This design comes from an exercise in tuning for small area and a short achievable clock period on the open sky130 flow, not from production work. RTL that was checked went through simulation tests only; none was proved equivalent to the original. For runs 1 to 3, only the layout was checked, not whether the RTL still works. Power is estimated from default activity; no workload was simulated.

===== design/flow/config.mk =====
export PLATFORM = sky130hd
export DESIGN_NAME = vector_alu
export DESIGN_NICKNAME = vector_alu
export VERILOG_FILES = /design/flow/design.v
export SDC_FILE = /design/flow/constraint.sdc
export NUM_CORES = 4
export LEC_CHECK = 0
export CAP_MARGIN = 20
export CORE_MARGIN = 2
export CORE_UTILIZATION = 40
export SETUP_SLACK_MARGIN = 3.6
export SLEW_MARGIN = 20

===== design/flow/constraint.sdc =====
create_clock -name core_clock -period 7.0 [get_ports {clk}]
set_input_delay 1.4000 -clock core_clock [delete_from_list [all_inputs] [get_ports {clk}]]
set_output_delay 1.4000 -clock core_clock [all_outputs]
set_load 0.01 [all_outputs]

===== design/flow/design.v =====
package pixel_alu_pkg;
	localparam logic [2:0] chan_red   = 3'b100;
	localparam logic [2:0] chan_green = 3'b010;
	localparam logic [2:0] chan_blue  = 3'b001;
	localparam logic [1:0] op_add  = 2'd0;
	localparam logic [1:0] op_sub  = 2'd1;
	localparam logic [1:0] op_mul  = 2'd2;
	localparam logic [1:0] op_hold = 2'd3;
	function automatic logic [8:0] mul_limit(input logic [7:0] s);
		logic [8:0] k;
		case (s)
			8'd0: k = 9'd256;
			8'd1: k = 9'd256;
			8'd2: k = 9'd128;
			8'd3: k = 9'd86;
			8'd4: k = 9'd64;
			8'd5: k = 9'd52;
			8'd6: k = 9'd43;
			8'd7: k = 9'd37;
			8'd8: k = 9'd32;
			8'd9: k = 9'd29;
			8'd10: k = 9'd26;
			8'd11: k = 9'd24;
			8'd12: k = 9'd22;
			8'd13: k = 9'd20;
			8'd14: k = 9'd19;
			8'd15: k = 9'd18;
			8'd16: k = 9'd16;
			8'd17: k = 9'd16;
			8'd18: k = 9'd15;
			8'd19: k = 9'd14;
			8'd20: k = 9'd13;
			8'd21: k = 9'd13;
			8'd22: k = 9'd12;
			8'd23: k = 9'd12;
			8'd24: k = 9'd11;
			8'd25: k = 9'd11;
			8'd26: k = 9'd10;
			8'd27: k = 9'd10;
			8'd28: k = 9'd10;
			8'd29: k = 9'd9;
			8'd30: k = 9'd9;
			8'd31: k = 9'd9;
			8'd32: k = 9'd8;
			8'd33: k = 9'd8;
			8'd34: k = 9'd8;
			8'd35: k = 9'd8;
			8'd36: k = 9'd8;
			8'd37: k = 9'd7;
			8'd38: k = 9'd7;
			8'd39: k = 9'd7;
			8'd40: k = 9'd7;
			8'd41: k = 9'd7;
			8'd42: k = 9'd7;
			8'd43: k = 9'd6;
			8'd44: k = 9'd6;
			8'd45: k = 9'd6;
			8'd46: k = 9'd6;
			8'd47: k = 9'd6;
			8'd48: k = 9'd6;
			8'd49: k = 9'd6;
			8'd50: k = 9'd6;
			8'd51: k = 9'd6;
			8'd52: k = 9'd5;
			8'd53: k = 9'd5;
			8'd54: k = 9'd5;
			8'd55: k = 9'd5;
			8'd56: k = 9'd5;
			8'd57: k = 9'd5;
			8'd58: k = 9'd5;
			8'd59: k = 9'd5;
			8'd60: k = 9'd5;
			8'd61: k = 9'd5;
			8'd62: k = 9'd5;
			8'd63: k = 9'd5;
			8'd64: k = 9'd4;
			8'd65: k = 9'd4;
			8'd66: k = 9'd4;
			8'd67: k = 9'd4;
			8'd68: k = 9'd4;
			8'd69: k = 9'd4;
			8'd70: k = 9'd4;
			8'd71: k = 9'd4;
			8'd72: k = 9'd4;
			8'd73: k = 9'd4;
			8'd74: k = 9'd4;
			8'd75: k = 9'd4;
			8'd76: k = 9'd4;
			8'd77: k = 9'd4;
			8'd78: k = 9'd4;
			8'd79: k = 9'd4;
			8'd80: k = 9'd4;
			8'd81: k = 9'd4;
			8'd82: k = 9'd4;
			8'd83: k = 9'd4;
			8'd84: k = 9'd4;
			8'd85: k = 9'd4;
			8'd86: k = 9'd3;
			8'd87: k = 9'd3;
			8'd88: k = 9'd3;
			8'd89: k = 9'd3;
			8'd90: k = 9'd3;
			8'd91: k = 9'd3;
			8'd92: k = 9'd3;
			8'd93: k = 9'd3;
			8'd94: k = 9'd3;
			8'd95: k = 9'd3;
			8'd96: k = 9'd3;
			8'd97: k = 9'd3;
			8'd98: k = 9'd3;
			8'd99: k = 9'd3;
			8'd100: k = 9'd3;
			8'd101: k = 9'd3;
			8'd102: k = 9'd3;
			8'd103: k = 9'd3;
			8'd104: k = 9'd3;
			8'd105: k = 9'd3;
			8'd106: k = 9'd3;
			8'd107: k = 9'd3;
			8'd108: k = 9'd3;
			8'd109: k = 9'd3;
			8'd110: k = 9'd3;
			8'd111: k = 9'd3;
			8'd112: k = 9'd3;
			8'd113: k = 9'd3;
			8'd114: k = 9'd3;
			8'd115: k = 9'd3;
			8'd116: k = 9'd3;
			8'd117: k = 9'd3;
			8'd118: k = 9'd3;
			8'd119: k = 9'd3;
			8'd120: k = 9'd3;
			8'd121: k = 9'd3;
			8'd122: k = 9'd3;
			8'd123: k = 9'd3;
			8'd124: k = 9'd3;
			8'd125: k = 9'd3;
			8'd126: k = 9'd3;
			8'd127: k = 9'd3;
			8'd128: k = 9'd2;
			8'd129: k = 9'd2;
			8'd130: k = 9'd2;
			8'd131: k = 9'd2;
			8'd132: k = 9'd2;
			8'd133: k = 9'd2;
			8'd134: k = 9'd2;
			8'd135: k = 9'd2;
			8'd136: k = 9'd2;
			8'd137: k = 9'd2;
			8'd138: k = 9'd2;
			8'd139: k = 9'd2;
			8'd140: k = 9'd2;
			8'd141: k = 9'd2;
			8'd142: k = 9'd2;
			8'd143: k = 9'd2;
			8'd144: k = 9'd2;
			8'd145: k = 9'd2;
			8'd146: k = 9'd2;
			8'd147: k = 9'd2;
			8'd148: k = 9'd2;
			8'd149: k = 9'd2;
			8'd150: k = 9'd2;
			8'd151: k = 9'd2;
			8'd152: k = 9'd2;
			8'd153: k = 9'd2;
			8'd154: k = 9'd2;
			8'd155: k = 9'd2;
			8'd156: k = 9'd2;
			8'd157: k = 9'd2;
			8'd158: k = 9'd2;
			8'd159: k = 9'd2;
			8'd160: k = 9'd2;
			8'd161: k = 9'd2;
			8'd162: k = 9'd2;
			8'd163: k = 9'd2;
			8'd164: k = 9'd2;
			8'd165: k = 9'd2;
			8'd166: k = 9'd2;
			8'd167: k = 9'd2;
			8'd168: k = 9'd2;
			8'd169: k = 9'd2;
			8'd170: k = 9'd2;
			8'd171: k = 9'd2;
			8'd172: k = 9'd2;
			8'd173: k = 9'd2;
			8'd174: k = 9'd2;
			8'd175: k = 9'd2;
			8'd176: k = 9'd2;
			8'd177: k = 9'd2;
			8'd178: k = 9'd2;
			8'd179: k = 9'd2;
			8'd180: k = 9'd2;
			8'd181: k = 9'd2;
			8'd182: k = 9'd2;
			8'd183: k = 9'd2;
			8'd184: k = 9'd2;
			8'd185: k = 9'd2;
			8'd186: k = 9'd2;
			8'd187: k = 9'd2;
			8'd188: k = 9'd2;
			8'd189: k = 9'd2;
			8'd190: k = 9'd2;
			8'd191: k = 9'd2;
			8'd192: k = 9'd2;
			8'd193: k = 9'd2;
			8'd194: k = 9'd2;
			8'd195: k = 9'd2;
			8'd196: k = 9'd2;
			8'd197: k = 9'd2;
			8'd198: k = 9'd2;
			8'd199: k = 9'd2;
			8'd200: k = 9'd2;
			8'd201: k = 9'd2;
			8'd202: k = 9'd2;
			8'd203: k = 9'd2;
			8'd204: k = 9'd2;
			8'd205: k = 9'd2;
			8'd206: k = 9'd2;
			8'd207: k = 9'd2;
			8'd208: k = 9'd2;
			8'd209: k = 9'd2;
			8'd210: k = 9'd2;
			8'd211: k = 9'd2;
			8'd212: k = 9'd2;
			8'd213: k = 9'd2;
			8'd214: k = 9'd2;
			8'd215: k = 9'd2;
			8'd216: k = 9'd2;
			8'd217: k = 9'd2;
			8'd218: k = 9'd2;
			8'd219: k = 9'd2;
			8'd220: k = 9'd2;
			8'd221: k = 9'd2;
			8'd222: k = 9'd2;
			8'd223: k = 9'd2;
			8'd224: k = 9'd2;
			8'd225: k = 9'd2;
			8'd226: k = 9'd2;
			8'd227: k = 9'd2;
			8'd228: k = 9'd2;
			8'd229: k = 9'd2;
			8'd230: k = 9'd2;
			8'd231: k = 9'd2;
			8'd232: k = 9'd2;
			8'd233: k = 9'd2;
			8'd234: k = 9'd2;
			8'd235: k = 9'd2;
			8'd236: k = 9'd2;
			8'd237: k = 9'd2;
			8'd238: k = 9'd2;
			8'd239: k = 9'd2;
			8'd240: k = 9'd2;
			8'd241: k = 9'd2;
			8'd242: k = 9'd2;
			8'd243: k = 9'd2;
			8'd244: k = 9'd2;
			8'd245: k = 9'd2;
			8'd246: k = 9'd2;
			8'd247: k = 9'd2;
			8'd248: k = 9'd2;
			8'd249: k = 9'd2;
			8'd250: k = 9'd2;
			8'd251: k = 9'd2;
			8'd252: k = 9'd2;
			8'd253: k = 9'd2;
			8'd254: k = 9'd2;
			8'd255: k = 9'd2;
			default: k = 9'd256;
		endcase
		mul_limit = k;
	endfunction
endpackage
module pixel_lane (
	input  logic [23:0] pixel,
	input  logic [2:0]  channel,	 
	input  logic [7:0]  mul_m,	 
	input  logic [7:0]  mul_m3,	 
	input  logic [7:0]  base0,	 
	input  logic [7:0]  base1,
	input  logic [7:0]  base2,
	input  logic [7:0]  base3,
	input  logic [8:0]  limit,
	input  logic        carry_inv,
	output logic [7:0]  sum_row,	 
	output logic [7:2]  carry_row,
	output logic        lane_carry
);
	logic [7:0] c;
	logic [7:0] m2;
	logic [3:0] d1, d2, d3;	 
	logic [7:0] pp0;
	logic [5:0] pp1;
	logic [3:0] pp2;
	logic [1:0] pp3;
	logic hs0;
	logic hc0;
	logic xs1;
	logic hs2;
	logic hc2;
	logic fs3;
	logic fc3;
	logic fs4;
	logic fc4;
	logic xs5;
	assign c = ({8{channel[2]}} & pixel[23:16]) | ({8{channel[1]}} & pixel[15:8]) | ({8{channel[0]}} & pixel[7:0]);
	assign m2 = {mul_m[6:0], 1'b0};
	genvar j;
	generate
		for (j = 0; j < 4; j++) begin : g_digit
			assign d1[j] = ~c[2*j+1] &  c[2*j];
			assign d2[j] =  c[2*j+1] & ~c[2*j];
			assign d3[j] =  c[2*j+1] &  c[2*j];
		end
	endgenerate
	assign pp0 = c[1] ? (c[0] ? base3 : base2) : (c[0] ? base1 : base0);
	assign pp1 = ({6{d1[1]}} & mul_m[5:0]) | ({6{d2[1]}} & m2[5:0]) | ({6{d3[1]}} & mul_m3[5:0]);
	assign pp2 = ({4{d1[2]}} & mul_m[3:0]) | ({4{d2[2]}} & m2[3:0]) | ({4{d3[2]}} & mul_m3[3:0]);
	assign pp3 = ({2{d1[3]}} & mul_m[1:0]) | ({2{d2[3]}} & m2[1:0]) | ({2{d3[3]}} & mul_m3[1:0]);
	assign hs0 = pp0[6] ^ pp1[4];
	assign hc0 = pp0[6] & pp1[4];
	assign xs1 = pp0[7] ^ pp1[5] ^ pp2[3];
	assign hs2 = pp0[4] ^ pp1[2];
	assign hc2 = pp0[4] & pp1[2];
	assign fs3 = pp0[5] ^ pp1[3] ^ pp2[1];
	assign fc3 = (pp0[5] & pp1[3]) | (pp0[5] & pp2[1]) | (pp1[3] & pp2[1]);
	assign fs4 = hs0 ^ pp2[2] ^ pp3[0];
	assign fc4 = (hs0 & pp2[2]) | (hs0 & pp3[0]) | (pp2[2] & pp3[0]);
	assign xs5 = xs1 ^ pp3[1] ^ hc0;
	assign sum_row = {xs5, fs4, fs3, hs2, pp0[3], pp0[2], pp0[1], pp0[0]};
	assign carry_row = {fc4, fc3, hc2, pp2[0], pp1[1], pp1[0]};
	logic [8:0] ge;
	assign ge[0] = 1'b1;
	generate
		for (j = 0; j < 8; j++) begin : g_cmp
			assign ge[j+1] = (c[j] & ~limit[j]) | ((c[j] | ~limit[j]) & ge[j]);
		end
	endgenerate
	assign lane_carry = (ge[8] & ~limit[8]) ^ carry_inv;
endmodule
module pixel_merge (
	input  logic [23:0] pixel,
	input  logic [7:0]  sum_row,
	input  logic [7:2]  carry_row,
	input  logic [2:0]  keep,	 
	input  logic [2:0]  put,	 
	output logic [23:0] lane_pixel
);
	logic [7:0] v;
	assign v = sum_row + {carry_row, 2'b00};
	assign lane_pixel[23:16] = ({8{keep[2]}} & pixel[23:16]) | ({8{put[2]}} & v);
	assign lane_pixel[15:8]  = ({8{keep[1]}} & pixel[15:8])  | ({8{put[1]}} & v);
	assign lane_pixel[7:0]   = ({8{keep[0]}} & pixel[7:0])   | ({8{put[0]}} & v);
endmodule
module vector_alu (
	input  logic         clk,
	input  logic         reset,
	input  logic [191:0] pixels,	 
	input  logic [7:0]   scalar,
	input  logic [2:0]   channel,
	input  logic [1:0]   op,
	output logic [191:0] result,
	output logic [7:0]   carry_out
);
	logic [7:0]   next_carry;
	logic [63:0]  next_sum;		 
	logic [47:0]  next_crow;	 
	logic [191:0] pixels_q;
	logic [63:0]  sum_q;
	logic [47:0]  crow_q;
	logic [2:0]   keep_q;
	logic [2:0]   put_q;
	logic [2:0] sel;
	logic [2:0] keep;
	logic [2:0] put;
	logic [7:0] mul_m;
	logic [7:0] mul_m3;
	logic [7:0] s_neg;
	logic [7:0] s_x3;
	logic [7:0] base0, base1, base2, base3;
	logic [8:0] limit;
	logic       carry_inv;
	logic       active;
	assign sel[2] = (channel == pixel_alu_pkg::chan_red);
	assign sel[1] = (channel == pixel_alu_pkg::chan_green);
	assign sel[0] = (channel == pixel_alu_pkg::chan_blue);
	assign put  = reset ? 3'b000 : sel;
	assign keep = reset ? 3'b000 : ~sel;
	assign active = (sel != 3'b000) && (op != pixel_alu_pkg::op_hold) && !reset;
	always_comb begin
		mul_m     = 8'd1;
		mul_m3    = 8'd3;
		limit     = 9'd256;
		carry_inv = 1'b0;
		case (op)
			pixel_alu_pkg::op_add: begin
				limit = 9'd256 - {1'b0, scalar};
			end
			pixel_alu_pkg::op_sub: begin
				limit     = {1'b0, scalar};
				carry_inv = 1'b1;	 
			end
			pixel_alu_pkg::op_mul: begin
				mul_m  = scalar;
				mul_m3 = s_x3;
				limit = pixel_alu_pkg::mul_limit(scalar);
			end
			default: begin
			end
		endcase
		if (!active) begin
			limit     = 9'd256;
			carry_inv = 1'b0;
		end
	end
	assign s_neg = 8'd0 - scalar;
	assign s_x3  = scalar + {scalar[6:0], 1'b0};
	always_comb begin
		case (op)
			pixel_alu_pkg::op_add: begin
				base0 = scalar;
				base1 = scalar + 8'd1;
				base2 = scalar + 8'd2;
				base3 = scalar + 8'd3;
			end
			pixel_alu_pkg::op_sub: begin
				base0 = s_neg;
				base1 = 8'd1 - scalar;
				base2 = 8'd2 - scalar;
				base3 = 8'd3 - scalar;
			end
			pixel_alu_pkg::op_mul: begin
				base0 = 8'd0;
				base1 = scalar;
				base2 = {scalar[6:0], 1'b0};
				base3 = s_x3;
			end
			default: begin
				base0 = 8'd0;
				base1 = 8'd1;
				base2 = 8'd2;
				base3 = 8'd3;
			end
		endcase
	end
	genvar i;
	generate
		for (i = 0; i < 8; i++) begin : g_lane
			pixel_lane u_lane (
				.pixel      (pixels[24*i +: 24]),
				.channel    (channel),
				.mul_m      (mul_m),
				.mul_m3     (mul_m3),
				.base0      (base0),
				.base1      (base1),
				.base2      (base2),
				.base3      (base3),
				.limit      (limit),
				.carry_inv  (carry_inv),
				.sum_row    (next_sum[8*i +: 8]),
				.carry_row  (next_crow[6*i +: 6]),
				.lane_carry (next_carry[i])
			);
			pixel_merge u_merge (
				.pixel      (pixels_q[24*i +: 24]),
				.sum_row    (sum_q[8*i +: 8]),
				.carry_row  (crow_q[6*i +: 6]),
				.keep       (keep_q),
				.put        (put_q),
				.lane_pixel (result[24*i +: 24])
			);
		end
	endgenerate
	always_ff @(posedge clk) begin
		pixels_q  <= pixels;
		sum_q     <= next_sum;
		crow_q    <= next_crow;
		keep_q    <= keep;
		put_q     <= put;
		carry_out <= next_carry;
	end
endmodule

===== design/flow/flow/run.sh =====
#!/bin/bash
# The standard layout, with two changes: the port buffers are the smallest buffer
# (sky130_fd_sc_hd__buf_1) instead of the flow's default pick, and synthesis leaves the
# arithmetic to ABC instead of mapping it onto full- and half-adder cells.
set -euo pipefail
export BUFFER_PORTS_ARGS="-buffer_cell sky130_fd_sc_hd__buf_1"
export ADDER_MAP_FILE=
bash standard.sh > standard.log 2>&1

===== design/flow/standard.sh =====
#!/bin/bash
# synth_recipe.tcl (not shown) runs the flow's synth.tcl, then flattens the netlist and writes it again
# the make line also repeats each setting of config.mk as NAME=value (left out here)
make -C /OpenROAD-flow-scripts/flow DESIGN_CONFIG=/design/flow/config.mk WORK_HOME=/design/flow/orfs CLKGATE_MAP_FILE= SYNTH_SCRIPT=/design/flow/synth_recipe.tcl "${@:-finish}"

==> qor.csv, run 1 <==
stage,metric,value,unit
run_status,outcome,timing/DRC/antenna clean,
setup_path,required,5.60,ns
timing,slew_viol_final,0,
timing,min_period_over_period,58.2,%
floorplanning,placeableCoreArea,46600,sq um
floorplanning,io_pins,407,
setup_path,arrival,2.68,ns
route,avgViaCountPerCell,6.26,
finish,seq_area,6410,sq um
timing,setup_tns,0,ns
timing,max_freq,245,MHz
finish,antennaDiodeCount,0,
route,drt_iter0_markers,2639,
clock_network,path_clk_slew,0.06,ns
grt,grt_usage,32.5,%
floorplanning,start_util,40.5,%
route,post_drt_wl_per_cell,25.7,um
timing,relSlewSlack,15.2,%
floorplanning,die_area,48900,sq um
grt,grt_overflow,0,
timing,worstMarginPinSlew,1.27,ns
floorplanning,chipHeight,221,um
setup_path,critPathLaunchType,flop,
finish,nNetsFinal,2928,
grt,grt_pass1_vias,19200,
setup_path,path_class,reg -> out,
route,firstDrtPassIters,9,
synthesis,syn_area,18900,sq um
route,vias,21000,
clock_network,clock-sinks,318,
timing,setup_viol,0,
route,drc,0,
timing,grt_setup_unrepaired,true,
synthesis,synth_seq_cells,318,
flow_run,maxCapViolCount,0,
hold_path,min_path_type,in -> reg,
placed_design,place_congestion,0.952,
floorplanning,num_rows,79,
grt,grt_pass1_wl,123000,um
finish,syn2layout_area_growth,30.1,%
synthesis,ys_types,79,
synthesis,synth_fp_nets,2534,
timing,timing_hold_violations_final,0,
finish,multi_input_area,12500,sq um
synthesis,async_reset_ff_share,0,%
synthesis,yosysWarnings,1,
placed_design,numPortBuffers,406,
timing,final.min_clock_period,4.08,ns
synthesis,synthFlopType,dfxtp_1,
grt,grt_max_degree,82,
placed_design,place_hpwl,57200,um
synthesis,synth-edff-count,0,
setup_path,worstPathMaxFanout,3,
clock_network,cts_tree,done,
placed_design,place_ws,2.06,ns
grt,antenna_found_initial,2,
pwr,power_density,269,nW/um^2
clock_network,h-tree-depth,2,
route,routed_wirelength,86300,um
timing,fin_ws,2.92,ns
clock_network,max-clock-path-buffers,3,
synthesis,synth-seq-area-share,33.7,%
pwr,ir_drop,0.000224,V
clock_network,cts_inserted_buffers,36,
route,antenna_left,0,
floorplanning,die_x,221,um
synthesis,syn_inst,2327,
setup_path,worst_setup_path_end_kind,output port,
clock_network,cts_root_buffer,clkbuf_16,
finish,layout-drive-gt1-share,19.6,%
finish,fillers,4381,
synthesis,syn_avg_cell_area,8.11,sq um
pwr,p_leak,0.00919,uW
==> worst paths after layout <==
kind	startpoint	endpoint	slack [ns]	cells past startpoint
max	crow_q[43]$_DFF_P_	result[175]	2.92	8
min	pixels[18]	pixels_q[18]$_DFF_P_	0.97	1
==> cells in the final DEF, fill, tap and decap left out, types with 11 or more instances in the layout <==
master	instances
a222oi_1	39
buf_12	15
a21oi_1	122
nand2_1	265
a211oi_1	30
o21ai_0	195
o2111ai_1	11
nor3_1	53
a21o_1	14
nor2_1	128
nand2_2	15
dfxtp_2	21
xnor2_4	22
a22oi_1	49
buf_6	38
buf_1	324
o21ai_1	26
buf_2	53
clkbuf_16	46
xnor2_1	133
o211ai_1	53
nand2b_1	26
nor2_4	11
o311a_1	16
maj3_1	21
o22ai_1	30
mux2i_1	16
and2_1	15
a22o_1	193
maj3_2	26
dfxtp_1	292
o31ai_1	11
nand3_1	17
nor2b_1	16
xor2_1	41
buf_4	128
==> synthesized netlist by cell type, drive strengths merged (50+ instances only) <==
library cell	count	area share, %
dfxtp	318	34
o211ai	53	2.1
nand2	280	5.6
a22o	194	9.0
buf	121	3.1
o21ai	227	6.1
a21oi	135	3.6
clkbuf	114	2.3
xnor2	163	7.6
nor2	145	2.9
a22oi	50	2.0
nor3	56	1.5
==> where the power goes <==
| part | internal (uW) | switching [uW] | leakage, uW |
|---|---|---|---|
| Sequential | 2020 | 141 | 0.00268 |
| Combinational | 1070 | 1420 | 0.00591 |
| Clock | 1150 | 799 | 0.000591 |
==> final cells by class <==
| class | instances | share of cell area, % |
|---|---|---|
| multi-input cells | 1760 | 50.7 |
| flip-flops and latches | 318 | 26.1 |
| repair buffers | 586 | 14.7 |
| clock buffers | 52 | 4.37 |
| well taps | 607 | 3.09 |
| clock inverters | 12 | 0.545 |
| inverters | 16 | 0.331 |
| repair inverters | 3 | 0.0714 |
==> state kept, by name, indices dropped and copies added, names as in the netlist <==
| name | flops |
|---|---|
| put_q | 3 |
| sum_q | 64 |
| carry_out | 8 |
| keep_q | 3 |
| pixels_q | 192 |
| crow_q | 48 |
==> layer usage <==
metal	global-route usage [%]	share of wire (%)
met1	44.0	41
met2	51.0	45
met4	12.9	4.5
met3	6.03	10
met5	0	0.012
==> cells by family after synthesis <==
logic type	count (synthesis)	share of synthesized area, %
xor+xnor	204	9.47
flops	318	33.7
fa+ha+maj	47	2.51
simple gates	595	14.0
compound gates	892	33.4
buf+inv	251	5.74
mux	20	1.07
==> per-stage QoR <==
step	instances	cell area [sq um]	util [%]	power, uW	hold WS (ns)
after global placement	3172	20800	44.6	4080	1.52
after floorplan	2327	19000	-	3480	1.43
final	3354	24500	52.7	6600	0.965
after global routing	3354	24500	52.7	6840	0.955
after CTS	3307	23600	50.7	6420	0.943
after detailed placement	3173	20800	44.6	4110	1.52
==> critical path: stages, from the launching register on <==
cell and delay (ns):
dfxtp_2 0.34, nor2_4 0.10, o21ai_2 0.07, maj3_2 0.35, maj3_2 0.35, maj3_2 0.36, xnor2_4 0.25, a22o_1 0.19
buf_2 0.13
==> what timing repair did <==
item,CTS,global route
hold buffers,0,0
buffers inserted,64,39
resized for setup,275,117
pin swaps,62,70
gates cloned,6,8
setup endpoints to repair,255,154
==> inputs of run 2 (changes only) <==
--- a/design/flow/design.v
+++ b/design/flow/design.v
@@ -273,71 +273,4 @@
 module pixel_lane (
 	input  logic [23:0] pixel,
-	input  logic [2:0]  channel,	 
-	input  logic [7:0]  mul_m,	 
-	input  logic [7:0]  mul_m3,	 
-	input  logic [7:0]  base0,	 
-	input  logic [7:0]  base1,
-	input  logic [7:0]  base2,
-	input  logic [7:0]  base3,
-	input  logic [8:0]  limit,
-	input  logic        carry_inv,
-	output logic [7:0]  sum_row,	 
-	output logic [7:2]  carry_row,
-	output logic        lane_carry
-);
-	logic [7:0] c;
-	logic [7:0] m2;
-	logic [3:0] d1, d2, d3;	 
-	logic [7:0] pp0;
-	logic [5:0] pp1;
-	logic [3:0] pp2;
-	logic [1:0] pp3;
-	logic hs0;
-	logic hc0;
-	logic xs1;
-	logic hs2;
-	logic hc2;
-	logic fs3;
-	logic fc3;
-	logic fs4;
-	logic fc4;
-	logic xs5;
-	assign c = ({8{channel[2]}} & pixel[23:16]) | ({8{channel[1]}} & pixel[15:8]) | ({8{channel[0]}} & pixel[7:0]);
-	assign m2 = {mul_m[6:0], 1'b0};
-	genvar j;
-	generate
-		for (j = 0; j < 4; j++) begin : g_digit
-			assign d1[j] = ~c[2*j+1] &  c[2*j];
-			assign d2[j] =  c[2*j+1] & ~c[2*j];
-			assign d3[j] =  c[2*j+1] &  c[2*j];
-		end
-	endgenerate
-	assign pp0 = c[1] ? (c[0] ? base3 : base2) : (c[0] ? base1 : base0);
-	assign pp1 = ({6{d1[1]}} & mul_m[5:0]) | ({6{d2[1]}} & m2[5:0]) | ({6{d3[1]}} & mul_m3[5:0]);
-	assign pp2 = ({4{d1[2]}} & mul_m[3:0]) | ({4{d2[2]}} & m2[3:0]) | ({4{d3[2]}} & mul_m3[3:0]);
-	assign pp3 = ({2{d1[3]}} & mul_m[1:0]) | ({2{d2[3]}} & m2[1:0]) | ({2{d3[3]}} & mul_m3[1:0]);
-	assign hs0 = pp0[6] ^ pp1[4];
-	assign hc0 = pp0[6] & pp1[4];
-	assign xs1 = pp0[7] ^ pp1[5] ^ pp2[3];
-	assign hs2 = pp0[4] ^ pp1[2];
-	assign hc2 = pp0[4] & pp1[2];
-	assign fs3 = pp0[5] ^ pp1[3] ^ pp2[1];
-	assign fc3 = (pp0[5] & pp1[3]) | (pp0[5] & pp2[1]) | (pp1[3] & pp2[1]);
-	assign fs4 = hs0 ^ pp2[2] ^ pp3[0];
-	assign fc4 = (hs0 & pp2[2]) | (hs0 & pp3[0]) | (pp2[2] & pp3[0]);
-	assign xs5 = xs1 ^ pp3[1] ^ hc0;
-	assign sum_row = {xs5, fs4, fs3, hs2, pp0[3], pp0[2], pp0[1], pp0[0]};
-	assign carry_row = {fc4, fc3, hc2, pp2[0], pp1[1], pp1[0]};
-	logic [8:0] ge;
-	assign ge[0] = 1'b1;
-	generate
-		for (j = 0; j < 8; j++) begin : g_cmp
-			assign ge[j+1] = (c[j] & ~limit[j]) | ((c[j] | ~limit[j]) & ge[j]);
-		end
-	endgenerate
-	assign lane_carry = (ge[8] & ~limit[8]) ^ carry_inv;
-endmodule
-module pixel_merge (
-	input  logic [23:0] pixel,
 	input  logic [7:0]  sum_row,
 	input  logic [7:2]  carry_row,
@@ -443,23 +376,55 @@
 		endcase
 	end
-	genvar i;
+	genvar i, j;
 	generate
 		for (i = 0; i < 8; i++) begin : g_lane
+			logic [7:0] c;
+			logic [7:0] m2;
+			logic [3:0] d1, d2, d3;	 
+			logic [7:0] pp0;
+			logic [5:0] pp1;
+			logic [3:0] pp2;
+			logic [1:0] pp3;
+			logic [8:0] ge;
+			logic hs0;
+			logic hc0;
+			logic xs1;
+			logic hs2;
+			logic hc2;
+			logic fs3;
+			logic fc3;
+			logic fs4;
+			logic fc4;
+			logic xs5;
+			assign c = ({8{channel[2]}} & pixels[24*i+16 +: 8]) | ({8{channel[1]}} & pixels[24*i+8 +: 8])
+			         | ({8{channel[0]}} & pixels[24*i +: 8]);
+			assign m2 = {mul_m[6:0], 1'b0};
+			for (j = 0; j < 4; j++) begin : g_digit
+				assign d1[j] = ~c[2*j+1] &  c[2*j];
+				assign d2[j] =  c[2*j+1] & ~c[2*j];
+				assign d3[j] =  c[2*j+1] &  c[2*j];
+			end
+			assign pp0 = c[1] ? (c[0] ? base3 : base2) : (c[0] ? base1 : base0);
+			assign pp1 = ({6{d1[1]}} & mul_m[5:0]) | ({6{d2[1]}} & m2[5:0]) | ({6{d3[1]}} & mul_m3[5:0]);
+			assign pp2 = ({4{d1[2]}} & mul_m[3:0]) | ({4{d2[2]}} & m2[3:0]) | ({4{d3[2]}} & mul_m3[3:0]);
+			assign pp3 = ({2{d1[3]}} & mul_m[1:0]) | ({2{d2[3]}} & m2[1:0]) | ({2{d3[3]}} & mul_m3[1:0]);
+			assign hs0 = pp0[6] ^ pp1[4];
+			assign hc0 = pp0[6] & pp1[4];
+			assign xs1 = pp0[7] ^ pp1[5] ^ pp2[3];
+			assign hs2 = pp0[4] ^ pp1[2];
+			assign hc2 = pp0[4] & pp1[2];
+			assign fs3 = pp0[5] ^ pp1[3] ^ pp2[1];
+			assign fc3 = (pp0[5] & pp1[3]) | (pp0[5] & pp2[1]) | (pp1[3] & pp2[1]);
+			assign fs4 = hs0 ^ pp2[2] ^ pp3[0];
+			assign fc4 = (hs0 & pp2[2]) | (hs0 & pp3[0]) | (pp2[2] & pp3[0]);
+			assign xs5 = xs1 ^ pp3[1] ^ hc0;
+			assign next_sum[8*i +: 8] = {xs5, fs4, fs3, hs2, pp0[3], pp0[2], pp0[1], pp0[0]};
+			assign next_crow[6*i +: 6] = {fc4, fc3, hc2, pp2[0], pp1[1], pp1[0]};
+			assign ge[0] = 1'b1;
+			for (j = 0; j < 8; j++) begin : g_cmp
+				assign ge[j+1] = (c[j] & ~limit[j]) | ((c[j] | ~limit[j]) & ge[j]);
+			end
+			assign next_carry[i] = (ge[8] & ~limit[8]) ^ carry_inv;
 			pixel_lane u_lane (
-				.pixel      (pixels[24*i +: 24]),
-				.channel    (channel),
-				.mul_m      (mul_m),
-				.mul_m3     (mul_m3),
-				.base0      (base0),
-				.base1      (base1),
-				.base2      (base2),
-				.base3      (base3),
-				.limit      (limit),
-				.carry_inv  (carry_inv),
-				.sum_row    (next_sum[8*i +: 8]),
-				.carry_row  (next_crow[6*i +: 6]),
-				.lane_carry (next_carry[i])
-			);
-			pixel_merge u_merge (
 				.pixel      (pixels_q[24*i +: 24]),
 				.sum_row    (sum_q[8*i +: 8]),
--- a/design/flow/config.mk
+++ b/design/flow/config.mk
@@ -9,4 +9,4 @@
 export CORE_MARGIN = 2
 export CORE_UTILIZATION = 40
-export SETUP_SLACK_MARGIN = 3.6
 export SLEW_MARGIN = 20
+export SYNTH_HIERARCHICAL = 1
==> run 2 against run 1 <==
- still clean on timing, DRC and antenna
- non-clock buffer count shrank 98
- power shrank 5.8%
- wire length shrank 0.25%
- via count grew 4.8%
- fmax shrank 17%
- critical endpoint is now crow_q[10]$_DFF_P_
==> qor.csv, run 2 <==
stage,metric,value,unit
run_status,outcome,timing/DRC/antenna clean,
clock_network,cts_tree,done,
placed_design,place_congestion,0.993,
route,vias,22000,
timing,timing_hold_violations_final,0,
finish,top_regs,"pixels_q: 192 flops, sum_q: 64 flops, crow_q: 48 flops",
timing,min_period_over_period,69.8,%
clock_network,cts_inserted_buffers,38,
timing,final.min_clock_period,4.89,ns
synthesis,synth_fp_nets,2724,
clock_network,cts_setup_buffers,0,
hold_path,min_path_type,in -> reg,
setup_path,arrival,5.32,ns
synthesis,yosysWarnings,7,
timing,grt_setup_unrepaired,false,
pwr,power_density,265,nW/um^2
floorplanning,placeableCoreArea,50000,sq um
floorplanning,start_util,40.4,%
setup_path,critPathMaxStageDelay,0.86,ns
timing,slew_viol_final,0,
synthesis,synth-edff-count,0,
finish,largest_reg_flops,192,
route,drc,0,
clock_network,h-tree-depth,2,
finish,syn2layout_area_growth,16.2,%
setup_path,cp.buffers_inverters,2,
synthesis,ys_types,88,
synthesis,synth_top_cell_by_area,dfxtp_1,
setup_path,slowest_stage,a22oi_2,
floorplanning,io_pins,407,
pwr,ir_drop,0.000167,V
finish,antennaDiodeCount,0,
finish,layout-drive-gt1-share,10.3,%
setup_path,worst_setup_path_end_kind,flop,
placed_design,numPortBuffers,406,
pwr,p_leak,0.00856,uW
setup_path,crit_end,crow_q[10]$_DFF_P_,
synthesis,synth_area_leaders,"dfxtp_1, a22o_1, xnor2_1, nand2_1, o21ai_0",
finish,final_cell_mix,"buf_1, dfxtp_1, nand2_1",
setup_path,cp_top_family,compound AO/OA/AOI/OAI gates,
flow_run,maxCapViolCount,0,
synthesis,yosys.area.top_type_share,31.6,%
setup_path,required,7.43,ns
synthesis,syn_avg_cell_area,8.01,sq um
timing,relSlewSlack,8.63,%
route,firstDrtPassIters,9,
synthesis,synth_seq_cells,318,
route,drt_iter0_markers,3026,
finish,fin_area,23400,sq um
clock_network,cts_resized,0,
floorplanning,num_rows,82,
floorplanning,die_area,52200,sq um
setup_path,worstPathMaxFanout,26,
finish,final_common_cell,buf_1,
synthesis,synth-seq-area-share,31.6,%
floorplanning,die_x,229,um
placed_design,placed_area,22200,sq um
finish,nNetsFinal,3001,
clock_network,ctsHoldBuffers,0,
grt,grt_usage,31.2,%
setup_path,path_class,in -> reg,
grt,antenna_found_initial,2,
route,routed_wirelength,86100,um
timing,setup_tns,0,ns
setup_path,cp.depth,10,
setup_path,critPathLaunchType,input pin,
route,post_drt_wl_per_cell,24.7,um
setup_path,crit_path_start,scalar[1],
timing,max_freq,205,MHz
route,antenna_left,0,
placed_design,place_hpwl,57600,um
clock_network,path_clk_slew,0.06,ns
grt,grt_pass1_vias,20700,
clock_network,max-clock-path-buffers,3,
grt,grt_pass1_wl,126000,um
synthesis,yosysMostFrequentCell,dfxtp_1,
route,avgViaCountPerCell,6.30,
timing,setup_viol,0,
clock_network,clock-sinks,318,
synthesis,synthTopCellsByCount,"dfxtp_1, nand2_1, o21ai_0",
timing,worstMarginPinSlew,1.37,ns
grt,grt_max_degree,65,
grt,grt_overflow,0,
synthesis,async_reset_ff_share,0,%
floorplanning,chipHeight,229,um
finish,regMostFlops,pixels_q,
clock_network,cts_root_buffer,clkbuf_16,
synthesis,synthFlopType,dfxtp_1,
synthesis,syn_inst,2517,
setup_path,path_cells,"clkbuf_2, inv_1, o2bb2ai_2, xnor2_2, xnor2_1, a22oi_2, nand2_1, o211ai_1, o21ai_0, maj3_1",
synthesis,syn_area,20200,sq um
-- run 2: logic make-up after synthesis --
group,Yosys count,synth area share (%)
buffers and inverters,266,5.44
DFF,318,31.6
xor gates and xnor gates,192,8.38
AOI/OAI and AO/OA,938,34.9
muxes,14,0.726
adders and majority gates,29,1.50
and+or+nand+nor,760,17.5
-- run 2: final cells by class --
class                   count  area [sq um]
flip-flops and latches    318          6390
clock buffers              52          1090
multi-input cells        1933         12800
clock inverters            11           124
fillers                  5005         26500
inverters                  15          56.3
well taps                 672           841
repair buffers            488          2150
-- run 2: how the worst min path moves through the flow --
stage | startpoint | slack (ns) | endpoint | cells after the start
after floorplan | pixels[0] | 1.43 | pixels_q[0]$_DFF_P_ | 0
after global placement | pixels[85] | 1.52 | pixels_q[85]$_DFF_P_ | 1
after detailed placement | pixels[91] | 1.52 | pixels_q[91]$_DFF_P_ | 1
after CTS | pixels[60] | 0.94 | pixels_q[60]$_DFF_P_ | 1
after global routing | pixels[159] | 0.95 | pixels_q[159]$_DFF_P_ | 1
final | pixels[167] | 0.97 | pixels_q[167]$_DFF_P_ | 1
-- run 2: stage by stage --
step           worst slack (ns)  std cells  total power (uW)  hold slack [ns]  util [%]
2_1_floorplan              3.12       2517              3610             1.43         -
3_3_place_gp               1.69       3421              4180             1.52      44.4
3_5_place_dp               1.82       3423              4230             1.52      44.4
4_1_cts                    2.39       3486              6200            0.939      46.9
5_1_grt                    2.12       3489              6490            0.955      46.9
6_report                   2.11       3489              6220            0.965      46.9
-- run 2: Yosys stat by module, one instance, submodules excluded --
module      area, sq um  copies in the design
vector_alu        15700                     1
pixel_lane          552                     8
-- run 2: where the power goes --
group          total, uW  internal [uW]  leakage (uW)  switching [uW]
Clock               1980           1170      0.000605             807
Sequential          2200           2010       0.00268             188
Combinational       2040            732       0.00527            1310
-- run 2: routing by layer --
layer	wire length, um	track usage, %
met2	38100	48.6
met1	34500	40.3
met3	8730	6.84
met4	4740	16.7
met5	0	0
==> inputs of run 3 (changes only) <==
--- a/design/flow/config.mk
+++ b/design/flow/config.mk
@@ -9,4 +9,6 @@
 export CORE_MARGIN = 2
 export CORE_UTILIZATION = 40
+export CTS_BUF_LIST = sky130_fd_sc_hd__clkbuf_4 sky130_fd_sc_hd__clkbuf_8
+export SETUP_SLACK_MARGIN = 3.3
 export SLEW_MARGIN = 20
 export SYNTH_HIERARCHICAL = 1
==> run 3 against run 2 <==
- final area up 5.2%
- power up 2.3%
- clock-buffer cell count up 37
- sequential power about the same
- largest power group unchanged
- hold slack worse by 0.12 ns
==> qor.csv, run 3 <==
stage,metric,value,unit
timing,final.min_clock_period,3.67,ns
finish,largest_reg_flops,192,
setup_path,path_class,in -> reg,
timing,timing_hold_violations_final,0,
finish,fin_area,24700,sq um
route,wl_met3,9740,um
clock_network,cts_root_buffer,clkbuf_8,
clock_network,cts_inserted_buffers,58,
floorplanning,die_x,229,um
finish,fillers,5021,
synthesis,ys_types,88,
route,drt_iter0_markers,3099,
synthesis,synth_area_leaders,"dfxtp_1, a22o_1, xnor2_1, nand2_1, o21ai_0",
route,routed.top_layer,met4,
grt,antenna_found_initial,2,
floorplanning,num_rows,82,
timing,min_period_over_period,52.4,%
synthesis,syn_area,20200,sq um
placed_design,place_congestion,0.966,
clock_network,ctsHoldBuffers,0,
floorplanning,die_area,52200,sq um
synthesis,syn_inst,2517,
synthesis,synth_top_cell_by_area,dfxtp_1,
synthesis,syn_avg_cell_area,8.01,sq um
synthesis,synth-edff-count,0,
clock_network,max-clock-path-buffers,3,
floorplanning,start_util,40.4,%
timing,max_freq,273,MHz
finish,regMostFlops,pixels_q,
synthesis,synth_seq_cells,318,
placed_design,numPortBuffers,406,
hold_path,min_path_type,in -> reg,
flow_run,maxCapViolCount,0,
setup_path,critPathLaunchType,input pin,
timing,grt_setup_unrepaired,true,
finish,top_regs,"pixels_q: 192 flops, sum_q: 64 flops, crow_q: 48 flops",
pwr,power_density,258,nW/um^2
pwr,p_leak,0.00907,uW
grt,grt_pass1_wl,132000,um
finish,layout-drive-gt1-share,15.2,%
route,wl_met2,40300,um
clock_network,cts_tree,done,
route,avgViaCountPerCell,6.29,
route,wl_met1,37000,um
route,antenna_left,0,
clock_network,path_clk_slew,0.07,ns
grt,grt_overflow,0,
grt,grt_usage,33.1,%
finish,nNetsFinal,3067,
timing,relSlewSlack,18.5,%
route,drc,0,
run_status,outcome,timing/DRC/antenna clean,
synthesis,yosysMostFrequentCell,dfxtp_1,
timing,setup_tns,0,ns
route,routed_wirelength,91900,um
synthesis,synth-seq-area-share,31.6,%
floorplanning,chipHeight,229,um
synthesis,synth_fp_nets,2724,
timing,slew_viol_final,0,
placed_design,placed_area,22200,sq um
finish,final_common_cell,buf_1,
synthesis,synthFlopType,dfxtp_1,
synthesis,async_reset_ff_share,0,%
pwr,ir_drop,0.000134,V
route,vias,22500,
timing,worstMarginPinSlew,1.21,ns
placed_design,place_hpwl,58300,um
clock_network,clock-sinks,318,
timing,setup_viol,0,
floorplanning,io_pins,407,
setup_path,worstPathMaxFanout,42,
route,firstDrtPassIters,7,
finish,syn2layout_area_growth,22.3,%
floorplanning,placeableCoreArea,50000,sq um
setup_path,worst_setup_path_end_kind,flop,
clock_network,h-tree-depth,2,
synthesis,yosys.area.top_type_share,31.6,%
finish,final_cell_mix,"buf_1, nand2_1, dfxtp_1",
synthesis,yosysWarnings,7,
grt,grt_pass1_vias,21000,
setup_path,required,7.50,ns
route,post_drt_wl_per_cell,25.7,um
setup_path,arrival,4.17,ns
grt,grt_max_degree,53,
synthesis,synthTopCellsByCount,"dfxtp_1, nand2_1, o21ai_0",
## run 3: cell count changes in the layout (fill, tap and decap cells not counted), sizes merged, moves of 2 or more
| cell | delta |
|---|---|
| inv | -7 |
| clkbuf | +37 |
| diode | +2 |
| buf | +44 |
| clkinvlp | +7 |
| clkinv | +6 |
## run 3: logic make-up after synthesis
logic type      count (synthesis)  synth area share (%)
compound gates                938                  34.9
xor+xnor                      192                  8.38
fa+ha+maj                      29                  1.50
buf+inv                       266                  5.44
flops                         318                  31.6
mux                            14                 0.726
simple gates                  760                  17.5
## run 3: critical path, cell delays in order
cell and delay [ns]:
clkbuf_8 0.28, buf_4 0.36, a22oi_1 0.33, and2_1 0.60, nand2_1 0.13, maj3_2 0.34
maj3_2 0.30, a21oi_1 0.14, a211oi_1 0.07, xor2_1 0.18
## run 3: power breakdown
part	leakage, uW	internal [uW]	switching (uW)
logic	0.00572	818	1350
clock network	0.000674	1120	853
registers	0.00268	2020	204
total	0.00907	3960	2410
## run 3: timing repair
action	in CTS	in global routing
gates resized for setup	56	74
setup endpoints to repair	201	93
pin swaps	12	12
setup buffers	33	15
gates cloned	1	4
## run 3: Yosys stat by module (local to each module, per instance)
module / area [sq um] / flip-flops and latches / cells inside
vector_alu: 15700 / 318 / 1933
pixel_lane: 552 / 0 / 73
## run 3: per-stage QoR
stage,setup slack [ns],util (%),power (uW),hold WS [ns],cells
detailed placement,1.81,44.5,4230,1.52,3416
global placement,1.88,44.5,4190,1.52,3415
CTS,3.27,48.5,6280,0.807,3557
finish,3.33,49.4,6360,0.849,3581
global route,3.14,49.4,6640,0.831,3580
floorplan,3.26,-,3610,1.43,2517
## run 3: cell type report
cell class | count | area (sq um) | share of cell area [%]
Clock inverter | 18 | 179 | 0.726
Inverter | 15 | 68.8 | 0.279
Tap cell | 672 | 841 | 3.41
Sequential cell | 318 | 6410 | 26.0
Antenna cell | 2 | 5.00 | 0.0203
Multi-Input combinational cell | 1936 | 13100 | 53.3
Clock buffer | 89 | 1110 | 4.49
Timing Repair Buffer | 531 | 2910 | 11.8
## run 3: worst paths after layout
kind	start	to	slack (ns)	depth (start not counted)
worst max-delay path	channel[2]	carry_out[2]$_DFF_P_	3.33	10
worst min-delay path	pixels[175]	pixels_q[175]$_DFF_P_	0.85	1
## run 3: per-layer routing
metal,track usage (%),vias up
met3,7.11,278
met5,0,-
li1,-,10100
met2,51.6,1382
met1,43.2,10800
met4,16.1,0
==> inputs of run 4 (changes only) <==
--- a/design/flow/design.v
+++ b/design/flow/design.v
@@ -274,5 +274,6 @@
 	input  logic [23:0] pixel,
 	input  logic [7:0]  sum_row,
-	input  logic [7:2]  carry_row,
+	input  logic [7:4]  carry_row,
+	input  logic        carry_in,	 
 	input  logic [2:0]  keep,	 
 	input  logic [2:0]  put,	 
@@ -280,5 +281,5 @@
 );
 	logic [7:0] v;
-	assign v = sum_row + {carry_row, 2'b00};
+	assign v = {sum_row[7:4] + carry_row + {3'b000, carry_in}, sum_row[3:0]};
 	assign lane_pixel[23:16] = ({8{keep[2]}} & pixel[23:16]) | ({8{put[2]}} & v);
 	assign lane_pixel[15:8]  = ({8{keep[1]}} & pixel[15:8])  | ({8{put[1]}} & v);
@@ -297,8 +298,10 @@
 	logic [7:0]   next_carry;
 	logic [63:0]  next_sum;		 
-	logic [47:0]  next_crow;	 
+	logic [31:0]  next_crow;	 
+	logic [7:0]   next_c4;
 	logic [191:0] pixels_q;
 	logic [63:0]  sum_q;
-	logic [47:0]  crow_q;
+	logic [31:0]  crow_q;
+	logic [7:0]   c4_q;
 	logic [2:0]   keep_q;
 	logic [2:0]   put_q;
@@ -397,4 +400,8 @@
 			logic fc4;
 			logic xs5;
+			logic hs6;
+			logic hc6;
+			logic fs7;
+			logic fc7;
 			assign c = ({8{channel[2]}} & pixels[24*i+16 +: 8]) | ({8{channel[1]}} & pixels[24*i+8 +: 8])
 			         | ({8{channel[0]}} & pixels[24*i +: 8]);
@@ -419,6 +426,11 @@
 			assign fc4 = (hs0 & pp2[2]) | (hs0 & pp3[0]) | (pp2[2] & pp3[0]);
 			assign xs5 = xs1 ^ pp3[1] ^ hc0;
-			assign next_sum[8*i +: 8] = {xs5, fs4, fs3, hs2, pp0[3], pp0[2], pp0[1], pp0[0]};
-			assign next_crow[6*i +: 6] = {fc4, fc3, hc2, pp2[0], pp1[1], pp1[0]};
+			assign hs6 = pp0[2] ^ pp1[0];
+			assign hc6 = pp0[2] & pp1[0];
+			assign fs7 = pp0[3] ^ pp1[1] ^ hc6;
+			assign fc7 = (pp0[3] & pp1[1]) | (pp0[3] & hc6) | (pp1[1] & hc6);
+			assign next_sum[8*i +: 8] = {xs5, fs4, fs3, hs2, fs7, hs6, pp0[1], pp0[0]};
+			assign next_crow[4*i +: 4] = {fc4, fc3, hc2, pp2[0]};
+			assign next_c4[i] = fc7;
 			assign ge[0] = 1'b1;
 			for (j = 0; j < 8; j++) begin : g_cmp
@@ -429,5 +441,6 @@
 				.pixel      (pixels_q[24*i +: 24]),
 				.sum_row    (sum_q[8*i +: 8]),
-				.carry_row  (crow_q[6*i +: 6]),
+				.carry_row  (crow_q[4*i +: 4]),
+				.carry_in   (c4_q[i]),
 				.keep       (keep_q),
 				.put        (put_q),
@@ -440,4 +453,5 @@
 		sum_q     <= next_sum;
 		crow_q    <= next_crow;
+		c4_q      <= next_c4;
 		keep_q    <= keep;
 		put_q     <= put;
==> design/flow/flow/run.sh (replaced) <==
#!/bin/bash
# The standard layout, with three changes: the port buffers are the smallest buffer
# (sky130_fd_sc_hd__buf_1) instead of the flow's default pick; synthesis leaves the
# arithmetic to ABC instead of mapping it onto full- and half-adder cells; and clock tree
# synthesis builds larger sink clusters without dummy loads.
set -euo pipefail
export BUFFER_PORTS_ARGS="-buffer_cell sky130_fd_sc_hd__buf_1"
export ADDER_MAP_FILE=
export CTS_ARGS="-sink_clustering_enable -repair_clock_nets -dont_use_dummy_load -sink_clustering_size 30 -sink_clustering_max_diameter 80 -buf_list {sky130_fd_sc_hd__clkbuf_8 sky130_fd_sc_hd__clkbuf_16}"
bash standard.sh > standard.log 2>&1
--- a/design/flow/config.mk
+++ b/design/flow/config.mk
@@ -9,6 +9,5 @@
 export CORE_MARGIN = 2
 export CORE_UTILIZATION = 40
-export CTS_BUF_LIST = sky130_fd_sc_hd__clkbuf_4 sky130_fd_sc_hd__clkbuf_8
-export SETUP_SLACK_MARGIN = 3.3
+export SETUP_SLACK_MARGIN = 3.5
 export SLEW_MARGIN = 20
 export SYNTH_HIERARCHICAL = 1
==> run 4 against run 3 <==
- sequential share of layout area increased by 0.58 points
- critical path depth down 5
- still clean
- core utilization grew 0.94 points
- fmax is 3.1% higher
- setup slack improved by 0.11 ns
- hold slack gained 0.089 ns
- combinational power hardly changed
- via count is 6.7% lower
- area after synthesis shrank 5.6%
- final area shrank 4.6%
- first-iteration DRC count down 19%
==> qor.csv, run 4 <==
stage,metric,value,unit
clock_network,clock-sinks,310,
synthesis,synth_top_cell_by_area,dfxtp_1,
setup_path,required,5.60,ns
route,antenna_left,0,
timing,grt_setup_unrepaired,true,
synthesis,synth-edff-count,0,
synthesis,ys_types,93,
floorplanning,chipHeight,222,um
route,vias,21000,
clock_network,max-clock-path-buffers,3,
placed_design,place_hpwl,55300,um
finish,antennaDiodeCount,0,
finish,final_core_util,50.3,%
finish,largest_reg_flops,192,
synthesis,synth-seq-area-share,32.6,%
synthesis,async_reset_ff_share,0,%
timing,setup_tns,0,ns
finish,layout-drive-gt1-share,15.8,%
timing,min_period_over_period,50.8,%
clock_network,cts_root_buffer,clkbuf_16,
pwr,power_density,232,nW/um^2
finish,top_regs,"pixels_q: 192 flops, sum_q: 64 flops, crow_q: 32 flops",
setup_path,path_common_cell,maj3_2,
synthesis,synth_area_leaders,"dfxtp_1, a22o_1, xnor2_1, nand2_1, o21ai_0",
setup_path,crit_path_start,c4_q[7]$_DFF_P_,
floorplanning,start_util,40.7,%
timing,fin_ws,3.44,ns
clock_network,path_clk_slew,0.12,ns
setup_path,path_class,reg -> out,
synthesis,yosysWarnings,7,
route,avgViaCountPerCell,6.34,
floorplanning,num_rows,79,
placed_design,numPortBuffers,406,
timing,max_freq,281,MHz
synthesis,syn_avg_cell_area,8.03,sq um
grt,antenna_found_initial,1,
finish,nNetsFinal,2917,
clock_network,cts_inserted_buffers,19,
setup_path,worstPathMaxFanout,3,
run_status,outcome,timing/DRC/antenna clean,
finish,regMostFlops,pixels_q,
setup_path,critPathMaxStageDelay,0.37,ns
timing,worstMarginPinSlew,1.11,ns
timing,hold_ws,0.938,ns
route,routed_wirelength,86000,um
synthesis,synthFlopType,dfxtp_1,
floorplanning,io_pins,407,
synthesis,synthTopCellsByCount,"dfxtp_1, nand2_1, a22o_1",
placed_design,place_congestion,0.987,
grt,grt_pass1_vias,19500,
timing,final.min_clock_period,3.56,ns
route,drt_iter0_markers,2502,
setup_path,worst_setup_path_end_kind,output port,
grt,grt_usage,32.4,%
synthesis,yosys.area.top_type_share,32.6,%
placed_design,place_ws,1.71,ns
synthesis,synth_fp_nets,2578,
floorplanning,die_area,49400,sq um
synthesis,synth_seq_cells,310,
timing,setup_viol,0,
timing,relSlewSlack,26.3,%
hold_path,min_path_type,in -> reg,
clock_network,cts_tree,done,
synthesis,syn_inst,2371,
route,firstDrtPassIters,6,
setup_path,critPathLaunchType,flop,
pwr,p_leak,0.00860,uW
flow_run,maxCapViolCount,0,
floorplanning,placeableCoreArea,46800,sq um
floorplanning,die_x,222,um
synthesis,yosysMostFrequentCell,dfxtp_1,
route,post_drt_wl_per_cell,25.9,um
pwr,ir_drop,0.000150,V
timing,timing_hold_violations_final,0,
timing,slew_viol_final,0,
hold_path,hp-start,pixels[180],
grt,grt_max_degree,68,
route,drc,0,
grt,grt_overflow,0,
finish,syn2layout_area_growth,23.5,%
clock_network,ctsHoldBuffers,0,
clock_network,h-tree-depth,1,
setup_path,arrival,2.16,ns
hold_path,min_path_cells,1,
setup_path,slowest_stage,maj3_2,
hold_path,min_to,pixels_q[180]$_DFF_P_,
finish,final_cell_mix,"buf_1, dfxtp_1, nand2_1",
finish,final_common_cell,buf_1,
setup_path,path_cells,"maj3_2, maj3_2, xor2_4, a22o_1, clkbuf_2",
synthesis,syn_area,19000,sq um
grt,grt_pass1_wl,123000,um
-- run 4: cell count changes in the layout (fill, tap and decap cells not counted), sizes merged, moves of 24 or more --
cell | previous run | this run
buf | 522 | 546
and3 | 49 | 9
clkbuf | 98 | 46
a222oi | 64 | 30
a22o | 152 | 200
a32o | 29 | 1
nor3 | 36 | 90
nand2 | 311 | 268
nand3 | 70 | 15
nor2 | 180 | 129
a211o | 31 | 0
-- run 4: final cells by class --
class                           instances  area [sq um]
Fill cell                            4568         23200
Multi-Input combinational cell       1786         12500
Sequential cell                       310          6250
Timing Repair Buffer                  576          3450
Tap cell                              607           759
Clock buffer                           19           475
Inverter                               17          86.3
-- run 4: cell families after synthesis --
family                   share of synthesized area, %
XOR/XNOR                                         9.24
buffers and inverters                            5.93
AO/OA/AOI/OAI                                    34.4
flip-flops                                       32.6
AND/OR/NAND/NOR                                  14.5
adder cells (fa/ha/maj)                          2.67
multiplexers                                    0.637
-- run 4: power by group --
group / internal (uW) / switching (uW)
sequential: 1990 / 189
combinational: 900 / 1290
clock: 484 / 595
-- run 4: Yosys stat by module, one instance, submodules excluded --
module	area, sq um	copies in the design	flip-flops and latches	cells
pixel_lane	349	8	0	43
vector_alu	16200	1	310	2027
-- run 4: metrics by stage --
step / std cells / area [sq um] / power (uW)
6_report: 3315 / 23500 / 5450
5_1_grt: 3315 / 23500 / 5690
4_1_cts: 3250 / 22400 / 5260
3_5_place_dp: 3181 / 20800 / 4060
3_3_place_gp: 3181 / 20800 / 4030
2_1_floorplan: 2371 / 19100 / 3460
-- run 4: routing by layer --
layer	vias up	part of all wire, %	track usage (%)
met3	266	10	7.60
li1	9443	-	-
met5	-	0.015	0
met4	2	5.8	17.5
met1	10000	40	41.4
met2	1273	44	50.5
-- run 4: worst max-delay path by stage --
stage | to | slack, ns | cells past startpoint
after floorplan | carry_out[0]$_DFF_P_ | 3.34 | 11
final | result[182] | 3.44 | 5
after CTS | result[6] | 3.41 | 5
after detailed placement | carry_out[0]$_DFF_P_ | 1.71 | 11
after global placement | carry_out[4]$_DFF_P_ | 1.80 | 11
after global routing | result[182] | 3.41 | 5
-- run 4: critical path, delay by kind of cell (launching register included) --
kind            cells  cell delay [ns]
xor+xnor            1             0.18
flops               1             0.36
buf+inv             1             0.12
fa+ha+maj           2             0.71
compound gates      1             0.21
-- run 4: repair_timing --
action | 4_1_cts | 5_1_grt
endpoints found under the setup margin | 164 | 104
gates resized for setup | 123 | 142
hold endpoints to repair | 0 | 0
gates cloned | 5 | 7
pin swaps | 21 | 60
buffers inserted | 45 | 57
==> inputs of run 5 (changes only) <==
--- a/design/flow/config.mk
+++ b/design/flow/config.mk
@@ -9,5 +9,5 @@
 export CORE_MARGIN = 2
 export CORE_UTILIZATION = 40
-export SETUP_SLACK_MARGIN = 3.5
+export SETUP_SLACK_MARGIN = 3.4
 export SLEW_MARGIN = 20
 export SYNTH_HIERARCHICAL = 1
==> run 5 against run 4 <==
- combinational power decreased by 8%
- sequential power about the same
- still clean on timing, DRC and antenna
- via count down 0.91%
- largest cell class unchanged
- cell count fell by 1.8%
- clock power grew 9%
- synthesized cell count stayed put
- global-route usage down 1.0 points
- clock-buffer cell count grew 3
- highest routed layer is now met4
- largest power group is now sequential cells
- area after synthesis unchanged
- setup slack worse by 0.0070 ns
- die area did not move
==> qor.csv, run 5 <==
stage,metric,value,unit
run_status,outcome,timing/DRC/antenna clean,
synthesis,synthFlopType,dfxtp_1,
route,vias,20800,
clock_network,cts_tree,done,
route,avgViaCountPerCell,6.40,
route,routed_wirelength,83100,um
synthesis,synth_area_leaders,"dfxtp_1, a22o_1, xnor2_1, nand2_1, o21ai_0",
synthesis,syn_avg_cell_area,8.03,sq um
synthesis,syn_area,19000,sq um
synthesis,yosysWarnings,7,
floorplanning,die_area,49400,sq um
route,drt_iter0_markers,2700,
setup_path,required,7.39,ns
finish,largest_reg_flops,192,
floorplanning,io_pins,407,
placed_design,place_congestion,0.940,
route,antenna_left,0,
finish,fin_cells,3255,
finish,final_cell_mix,"buf_1, dfxtp_1, nand2_1",
synthesis,async_reset_ff_share,0,%
timing,setup_viol,0,
synthesis,yosysMostFrequentCell,dfxtp_1,
placed_design,place_hpwl,53800,um
timing,timing_hold_violations_final,0,
finish,syn2layout_area_growth,18.0,%
timing,min_period_over_period,50.9,%
pwr,p_int,3340,uW
placed_design,dp.cells,3175,
clock_network,cts_root_buffer,clkbuf_16,
synthesis,syn_inst,2371,
floorplanning,placeableCoreArea,46800,sq um
setup_path,path_class,in -> reg,
finish,fillers,4640,
grt,grt_pass1_wl,119000,um
timing,worstMarginPinSlew,1.28,ns
synthesis,synth-edff-count,0,
pwr,p_sw_share,37.9,%
floorplanning,num_rows,79,
timing,relSlewSlack,14.4,%
setup_path,worstPathMaxFanout,43,
timing,grt_setup_unrepaired,true,
clock_network,cts_inserted_buffers,22,
timing,max_freq,280,MHz
grt,grt_pass1_vias,19300,
synthesis,synth-seq-area-share,32.6,%
timing,final.min_clock_period,3.57,ns
floorplanning,die_x,222,um
setup_path,crit_path_start,scalar[1],
grt,grt_max_degree,78,
setup_path,worst_setup_path_end_kind,flop,
grt,grt_usage,31.4,%
flow_run,maxCapViolCount,0,
finish,layout-drive-gt1-share,10.6,%
clock_network,ctsHoldBuffers,0,
clock_network,h-tree-depth,1,
pwr,ir_drop,0.000156,V
grt,grt_overflow,0,
clock_network,max-clock-path-buffers,3,
synthesis,synthTopCellsByCount,"dfxtp_1, nand2_1, a22o_1",
finish,top_regs,"pixels_q: 192 flops, sum_q: 64 flops, crow_q: 32 flops",
synthesis,ys_types,93,
finish,regMostFlops,pixels_q,
hold_path,min_path_type,in -> reg,
timing,slew_viol_final,0,
clock_network,clock-sinks,310,
pwr,p_leak,0.00804,uW
grt,antenna_found_initial,2,
synthesis,synth_seq_cells,310,
clock_network,path_clk_slew,0.10,ns
synthesis,synth_top_cell_by_area,dfxtp_1,
floorplanning,start_util,40.7,%
synthesis,yosys.area.top_type_share,32.6,%
pwr,comb_power_share,37.5,%
finish,final_common_cell,buf_1,
route,drc,0,
pwr,power_density,239,nW/um^2
route,post_drt_wl_per_cell,25.5,um
floorplanning,chipHeight,222,um
timing,setup_tns,0,ns
pwr,p_switching,2030,uW
hold_path,hp-start,pixels[16],
setup_path,arrival,3.95,ns
finish,nNetsFinal,2856,
synthesis,synth_fp_nets,2578,
pwr,p_seq_share,40.6,%
placed_design,numPortBuffers,406,
setup_path,critPathLaunchType,input pin,
pwr,p_clk_share,21.9,%
route,firstDrtPassIters,6,
## run 5: cell counts after synthesis
No cell type changed its count.
## run 5: timing repair
| item | CTS | global route |
|---|---|---|
| setup buffers | 34 | 20 |
| gates cloned | 2 | 1 |
| setup endpoints to repair | 99 | 93 |
| pin swaps | 14 | 9 |
| gates resized for setup | 73 | 56 |
## run 5: stage by stage
step	cell area (sq um)	worst slack [ns]	util, %	total power (uW)	hold WS, ns
2_1_floorplan	19100	3.34	-	3460	1.43
3_3_place_gp	20800	1.53	44.5	4020	1.52
3_5_place_dp	20800	1.56	44.5	4060	1.52
4_1_cts	22000	3.37	47.1	5300	0.917
5_1_grt	22500	3.35	48.0	5620	0.918
6_report	22500	3.43	48.1	5370	0.934
## run 5: cell type report
class | instances | area [sq um] | share of cell area, %
Antenna cell | 1 | 2.50 | 0.0111
Multi-Input combinational cell | 1786 | 12200 | 54.4
Sequential cell | 310 | 6230 | 27.7
Clock buffer | 22 | 551 | 2.45
Inverter | 17 | 77.6 | 0.345
Timing Repair Buffer | 512 | 2630 | 11.7
Tap cell | 607 | 759 | 3.38
## run 5: worst max-delay path, stage by stage
cell and delay (ns):
clkbuf_8 0.31, buf_8 0.34, o21bai_1 0.13, xnor2_1 0.27, o32ai_4 0.19, o21ai_4 0.39, inv_1 0.10, o211ai_1 0.18
a21oi_1 0.11, o41ai_2 0.40, xnor2_1 0.10
## run 5: logic make-up after synthesis
family | Yosys count | synth area share (%)
AOI/OAI and AO/OA | 911 | 34.4
muxes | 12 | 0.637
xor gates and xnor gates | 200 | 9.24
and+or+nand+nor | 614 | 14.5
DFF | 310 | 32.6
adders and majority gates | 48 | 2.67
buffers and inverters | 276 | 5.93
## run 5: routing by layer
layer,track usage [%],wire (um),up-vias
met3,5.77,8360,224
met4,15.0,4180,0
li1,-,-,9318
met2,49.4,36800,1204
met5,0,0,-
met1,41.3,33800,10100
## run 5: power by group through the flow
stage               combinational, uW  sequential, uW  clock, uW
global placement                 1810            2210          0
finish                           2010            2180       1180
floorplan                        1320            2140          0
CTS                              1910            2180       1200
global route                     2150            2210       1270
detailed placement               1850            2220          0
## run 5: final timing paths
| path | slack, ns | end | cells past startpoint |
|---|---|---|---|
| setup / recovery | 3.43 | carry_out[0]$_DFF_P_ | 11 |
| hold / removal | 0.93 | pixels_q[16]$_DFF_P_ | 1 |
## run 5: Yosys stat by module, one instance, submodules excluded
module	cell area, sq um	copies in the design	flops+latches	cells inside
pixel_lane	349	8	0	43
vector_alu	16200	1	310	2027

==> what the ideal ports hide <==
How much do the figures lean on ideal ports? The routed layouts below were timed once more, with nothing changed but the port constraints.
Step 1, drivers: a clkbuf_16 drives clk and a buf_2 each remaining input, both assumed.
Step 2 moves the port delays by t, midway between the first and last clock arrival at a register: inputs arrive t later, outputs are due t later. That takes back most of the time a late clock gives input paths.
a / b / c = ideal ports / drivers / drivers and shift; a / b = the first two.
run	shift t [ns]	setup WS [ns]	worst hold slack (ns)
run 1	0.601	2.925 / 2.872 / 3.053	0.965 / 0.946 / 1.546
run 2	0.607	2.112 / 2.142 / 1.535	0.965 / 0.932 / 1.539
run 3	0.711	3.331 / 3.310 / 2.647	0.849 / 0.815 / 1.526
run 4	0.576	3.441 / 3.384 / 2.902	0.938 / 0.908 / 1.483
run 5	0.590	3.434 / 3.380 / 2.871	0.934 / 0.901 / 1.490
After both steps every run listed still meets setup and hold. The setup slack of run 3, which loses most, moves by -0.021 ns with the drivers and by -0.684 ns with both steps.
